This design comes from an exercise in tuning for small area on the open sky130 flow, not from production work. Function was checked by simulation only, so behaviour that the tests miss may differ from the original. Power is estimated from default activity; no workload was simulated.

Setup of rev 12:
==> flow/design.v <==
module digital_resonator_bank #(
  parameter int unsigned DATA_W    = 16,
  parameter int unsigned COEF_W    = 18,
  parameter int unsigned COEF_FRAC = 16,
  parameter int unsigned NUM_CH    = 4,
  localparam int unsigned CH_W     = (NUM_CH > 1) ? $clog2(NUM_CH) : 1
) (
  input  logic                     clk,
  input  logic                     reset_n,
  input  logic                     enable,
  input  logic                     clr,
  input  logic [NUM_CH*DATA_W-1:0] d,
  input  logic                     coef_we,
  input  logic [CH_W-1:0]          coef_ch,
  input  logic [1:0]               coef_sel,
  input  logic [COEF_W-1:0]        coef_data,
  output logic [NUM_CH*DATA_W-1:0] q,
  output logic                     q_valid,
  output logic                     busy,
  output logic                     sat_flag,
  output logic                     overrun
);
  localparam int unsigned NB    = NUM_CH * DATA_W;        
  localparam int unsigned CNT_W = $clog2(NB);
  localparam int unsigned J_W   = $clog2(DATA_W);
  localparam int unsigned SW    = 3 * COEF_W;             
  localparam int unsigned AW    = COEF_W + 2;             
  localparam logic [COEF_W-1:0] G_ONE = COEF_W'(64'(1) << COEF_FRAC);
  logic [COEF_W-1:0]    sh   [NUM_CH][3];   
  logic [2:0]           shw  [NUM_CH];      
  logic [SW+2:0]        act  [NUM_CH];      
  logic [AW-1:0]        accr [NUM_CH];      
  logic [NB-1:0]        xr;                 
  logic [NB-1:0]        y2r;                
  logic [CNT_W-1:0]     cnt;
  logic                 run;
  logic                 z1, z2;
  logic                 sat_acc;
  logic                 accept, done;
  logic [CH_W-1:0]      k;
  logic [J_W-1:0]       j;
  logic                 first, last;
  logic                 xb, y1b, y2b;
  logic [NB-1:0]        dperm;
  assign k      = cnt[CH_W-1:0];
  assign j      = cnt[CNT_W-1:CH_W];
  assign first  = (j == '0);
  assign last   = (j == J_W'(DATA_W - 1));
  assign accept = !run && enable && !clr;
  assign done   = run && (cnt == CNT_W'(NB - 1));
  assign busy     = run;
  assign sat_flag = sat_acc;
  always_comb begin
    for (int unsigned kk = 0; kk < NUM_CH; kk++)
      for (int unsigned jj = 0; jj < DATA_W; jj++)
        dperm[jj*NUM_CH + kk] = d[kk*DATA_W + jj];
  end
  assign xb  = xr[0];
  assign y1b = q[k*DATA_W + j] & !z1;
  assign y2b = y2r[0] & !z2;
  logic [COEF_W-1:0] cg, ca1, ca2;
  logic [COEF_W-1:0] p1, p2, p3;           
  logic [AW-1:0]     rin;                  
  logic [COEF_W-1:0] s1, c1;               
  logic [AW-1:0]     s2, c2;               
  logic [AW:0]       u, cy;
  logic [AW-1:0]     v, vl, ring_in;
  logic [DATA_W-1:0] res;
  logic              clip;
  logic              y2nb;
  logic [SW+2:0] act0;
  assign act0 = ~act[0];
  assign cg  = act0[SW]   ? act0[COEF_W-1:0]          : G_ONE;
  assign ca1 = act0[SW+1] ? act0[2*COEF_W-1:COEF_W]   : '0;
  assign ca2 = act0[SW+2] ? act0[3*COEF_W-1:2*COEF_W] : '0;
  assign y2nb = !y2b;
  always_comb begin
    p1 = {COEF_W{xb}}   & cg;
    p2 = {COEF_W{y1b}}  & ca1;
    p3 = {COEF_W{y2nb}} & ca2;
    p1[COEF_W-1] = !p1[COEF_W-1];
    p2[COEF_W-1] = !p2[COEF_W-1];
    p3[COEF_W-1] = !p3[COEF_W-1];
    if (first)     rin = {1'b1, 1'b0, !ca2[COEF_W-1], ca2[COEF_W-2:0]};
    else if (last) rin = ~accr[0];
    else           rin = accr[0];
    for (int i = 0; i < COEF_W; i++) begin
      s1[i] = p1[i] ^ p2[i] ^ p3[i];
      c1[i] = (p1[i] & p2[i]) | (p1[i] & p3[i]) | (p2[i] & p3[i]);
    end
    s2[0] = rin[0] ^ s1[0];
    c2[0] = rin[0] & s1[0];
    for (int i = 1; i < COEF_W; i++) begin
      s2[i] = rin[i] ^ s1[i] ^ c1[i-1];
      c2[i] = (rin[i] & s1[i]) | (rin[i] & c1[i-1]) | (s1[i] & c1[i-1]);
    end
    s2[COEF_W]   = !(rin[COEF_W] ^ c1[COEF_W-1]);
    c2[COEF_W]   = rin[COEF_W] | c1[COEF_W-1];
    s2[COEF_W+1] = rin[COEF_W+1];
    c2[COEF_W+1] = 1'b0;
    u[0]  = s2[0];
    cy[1] = 1'b0;
    for (int i = 1; i <= AW-1; i++) begin
      u[i]    = s2[i] ^ c2[i-1] ^ cy[i];
      cy[i+1] = (s2[i] & c2[i-1]) | (s2[i] & cy[i]) | (c2[i-1] & cy[i]);
    end
    u[AW] = cy[AW];
    v = u[AW:1];
    vl = {!v[AW-1], v[AW-2:0]};
    clip = !(&vl[AW-1:DATA_W-1] || ~|vl[AW-1:DATA_W-1]);
    res  = clip ? (vl[AW-1] ? {1'b0, {(DATA_W-1){1'b1}}} : {1'b1, {(DATA_W-1){1'b0}}})
                : ~vl[DATA_W-1:0];
    ring_in = v;
    if (last) ring_in[DATA_W-1:0] = res;
  end
  always_ff @(posedge clk or negedge reset_n) begin
    if (!reset_n) begin
      for (int unsigned c = 0; c < NUM_CH; c++) shw[c] <= '0;
    end else if (coef_we) begin
      for (int unsigned c = 0; c < NUM_CH; c++)
        for (int unsigned s = 0; s < 3; s++)
          if (coef_ch == CH_W'(c) && coef_sel == 2'(s)) shw[c][s] <= 1'b1;
    end
  end
  always_ff @(posedge clk) begin
    if (coef_we) begin
      for (int unsigned c = 0; c < NUM_CH; c++)
        for (int unsigned s = 0; s < 3; s++)
          if (coef_ch == CH_W'(c) && coef_sel == 2'(s))
            sh[c][s] <= (c % 2 == 1) ? ~coef_data : coef_data;
    end
  end
  always_ff @(posedge clk) begin
    for (int unsigned c = 0; c < NUM_CH; c++) begin
      if (accept) act[c] <= ~{(c % 2 == 1) ? ~shw[c] : shw[c],
                              sh[c][2], sh[c][1], sh[c][0]};
      else        act[c] <= ~act[(c + 1) % NUM_CH];
      accr[c] <= (c == NUM_CH - 1) ? ring_in : accr[c + 1];
    end
    xr <= accept ? dperm : {dperm[NB-1], xr[NB-1:1]};
    if (run) y2r <= {y1b, y2r[NB-1:1]};
    cnt <= accept ? '0 : cnt + CNT_W'(1);
  end
  always_ff @(posedge clk or negedge reset_n) begin
    if (!reset_n) begin
      run     <= 1'b0;
      z1      <= 1'b1;
      z2      <= 1'b1;
      sat_acc <= 1'b0;
      q       <= '0;
      q_valid <= 1'b0;
      overrun <= 1'b0;
    end else begin
      q_valid <= 1'b0;
      if (clr) begin
        run     <= 1'b0;
        z1      <= 1'b1;
        z2      <= 1'b1;
        overrun <= 1'b0;
      end else begin
        if (enable && run) overrun <= 1'b1;
        if (accept) begin
          run     <= 1'b1;
          sat_acc <= 1'b0;
        end
        if (run && last) sat_acc <= sat_acc | clip;
        if (done) begin
          run     <= 1'b0;
          q_valid <= 1'b1;
          z1      <= 1'b0;
          z2      <= 1'b0;
          for (int unsigned c = 0; c < NUM_CH; c++)
            q[c*DATA_W +: DATA_W] <= (c == NUM_CH - 1) ? ring_in[DATA_W-1:0]
                                                       : accr[c + 1][DATA_W-1:0];
        end
      end
    end
  end
endmodule
Settings: LEC_CHECK=0, CAP_MARGIN=20, CORE_MARGIN=2, CORE_UTILIZATION=60, CTS_BUF_LIST=sky130_fd_sc_hd__clkbuf_8, CTS_CLUSTER_DIAMETER=60, CTS_CLUSTER_SIZE=20, SLEW_MARGIN=20; clock period 20.0 ns.
run.sh (not shown) runs the stock make flow with config.mk's settings and CLKGATE_MAP_FILE= SYNTH_SCRIPT=/design/flow/synth_recipe.tcl, a recipe that flattens the netlist after the stock synthesis.
Changes in rev 13 relative to rev 12:
diff --git a/flow/design.v b/flow/design.v
--- a/flow/design.v
+++ b/flow/design.v
@@ -52,47 +52,43 @@
   assign sat_flag = sat_acc;
   always_comb begin
     for (int unsigned kk = 0; kk < NUM_CH; kk++)
       for (int unsigned jj = 0; jj < DATA_W; jj++)
         dperm[jj*NUM_CH + kk] = d[kk*DATA_W + jj];
   end
-  assign xb  = xr[0];
+  assign xb  = xr[0] ^ !cnt[0];
   assign y1b = q[k*DATA_W + j] & !z1;
   assign y2b = y2r[0] & !z2;
   logic [COEF_W-1:0] cg, ca1, ca2;
   logic [COEF_W-1:0] p1, p2, p3;           
   logic [AW-1:0]     rin;                  
   logic [COEF_W-1:0] s1, c1;               
   logic [AW-1:0]     s2, c2;               
   logic [AW:0]       u, cy;
   logic [AW-1:0]     v, vl, ring_in;
   logic [DATA_W-1:0] res;
   logic              clip;
-  logic              y2nb;
-  logic [SW+2:0] act0;
-  assign act0 = ~act[0];
-  assign cg  = act0[SW]   ? act0[COEF_W-1:0]          : G_ONE;
-  assign ca1 = act0[SW+1] ? act0[2*COEF_W-1:COEF_W]   : '0;
-  assign ca2 = act0[SW+2] ? act0[3*COEF_W-1:2*COEF_W] : '0;
-  assign y2nb = !y2b;
+  assign cg  = act[0][SW]   ? act[0][COEF_W-1:0]          : G_ONE;
+  assign ca1 = act[0][SW+1] ? act[0][2*COEF_W-1:COEF_W]   : '0;
+  assign ca2 = act[0][SW+2] ? act[0][3*COEF_W-1:2*COEF_W] : '0;
   always_comb begin
     p1 = {COEF_W{xb}}   & cg;
     p2 = {COEF_W{y1b}}  & ca1;
-    p3 = {COEF_W{y2nb}} & ca2;
+    p3 = {COEF_W{y2b}} & ca2;
     p1[COEF_W-1] = !p1[COEF_W-1];
     p2[COEF_W-1] = !p2[COEF_W-1];
-    p3[COEF_W-1] = !p3[COEF_W-1];
-    if (first)     rin = {1'b1, 1'b0, !ca2[COEF_W-1], ca2[COEF_W-2:0]};
+    p3[COEF_W-2:0] = ~p3[COEF_W-2:0];      
+    if (first)     rin = AW'(20'hA0000);     
     else if (last) rin = ~accr[0];
     else           rin = accr[0];
     for (int i = 0; i < COEF_W; i++) begin
       s1[i] = p1[i] ^ p2[i] ^ p3[i];
       c1[i] = (p1[i] & p2[i]) | (p1[i] & p3[i]) | (p2[i] & p3[i]);
     end
-    s2[0] = rin[0] ^ s1[0];
-    c2[0] = rin[0] & s1[0];
+    s2[0] = !(rin[0] ^ s1[0]);             
+    c2[0] = rin[0] | s1[0];
     for (int i = 1; i < COEF_W; i++) begin
       s2[i] = rin[i] ^ s1[i] ^ c1[i-1];
       c2[i] = (rin[i] & s1[i]) | (rin[i] & c1[i-1]) | (s1[i] & c1[i-1]);
     end
     s2[COEF_W]   = !(rin[COEF_W] ^ c1[COEF_W-1]);
     c2[COEF_W]   = rin[COEF_W] | c1[COEF_W-1];
@@ -124,23 +120,23 @@
   end
   always_ff @(posedge clk) begin
     if (coef_we) begin
       for (int unsigned c = 0; c < NUM_CH; c++)
         for (int unsigned s = 0; s < 3; s++)
           if (coef_ch == CH_W'(c) && coef_sel == 2'(s))
-            sh[c][s] <= (c % 2 == 1) ? ~coef_data : coef_data;
+            sh[c][s] <= (c % 2 == 0) ? ~coef_data : coef_data;
     end
   end
   always_ff @(posedge clk) begin
     for (int unsigned c = 0; c < NUM_CH; c++) begin
-      if (accept) act[c] <= ~{(c % 2 == 1) ? ~shw[c] : shw[c],
+      if (accept) act[c] <= ~{(c % 2 == 0) ? ~shw[c] : shw[c],
                               sh[c][2], sh[c][1], sh[c][0]};
       else        act[c] <= ~act[(c + 1) % NUM_CH];
       accr[c] <= (c == NUM_CH - 1) ? ring_in : accr[c + 1];
     end
-    xr <= accept ? dperm : {dperm[NB-1], xr[NB-1:1]};
+    xr <= ~(accept ? dperm : {dperm[NB-1], xr[NB-1:1]});
     if (run) y2r <= {y1b, y2r[NB-1:1]};
     cnt <= accept ? '0 : cnt + CNT_W'(1);
   end
   always_ff @(posedge clk or negedge reset_n) begin
     if (!reset_n) begin
       run     <= 1'b0;
==> run notes <==
Rev 13: all stages complete, timing, DRC and antenna checks passed
Total non-filler cell area in the finished layout: rev 13 vs rev 12 down 1.2%
| first-pass GRT wire length | lower: rev 12 |
Changes observed in rev 13 relative to rev 12: utilization dropped 0.37 points, via count dropped 213, wire length on met2 climbed about 3.7%, part of the total power dissipated in combinational logic climbed 3.1 points.
Taking rev 12 as the reference, in rev 13 routed length per placed instance moved up, area after synthesis moved down.
Against rev 12, rev 13 reports a share of the clock period used by the worst path that is lower.

-- what the ideal ports hide --
In the flow no input, the clock included, has a driving cell. The finished layouts below were timed again as built, in two steps.
Step 1: set_driving_cell puts a clkbuf_16 on clk and a buf_2 on each other input, an assumption about the parent block.
Step 2 also shifts input and output timing later by t, the mid clock arrival at the registers, as if the neighbouring blocks saw the same clock.
Slacks: ideal ports / drivers / drivers and shift; pairs: ideal ports / drivers.
| run | shift t [ns] | setup WS [ns] | worst setup path after step 2 | worst slew at a driven data input, ns |
|---|---|---|---|---|
| rev 12 | 0.698 | 6.368 / 6.368 / 6.368 | register to register | 0.05 |
| rev 13 | 0.712 | 6.649 / 6.649 / 6.649 | register to register | 0.08 |
After both steps setup and hold are still met in every run listed.
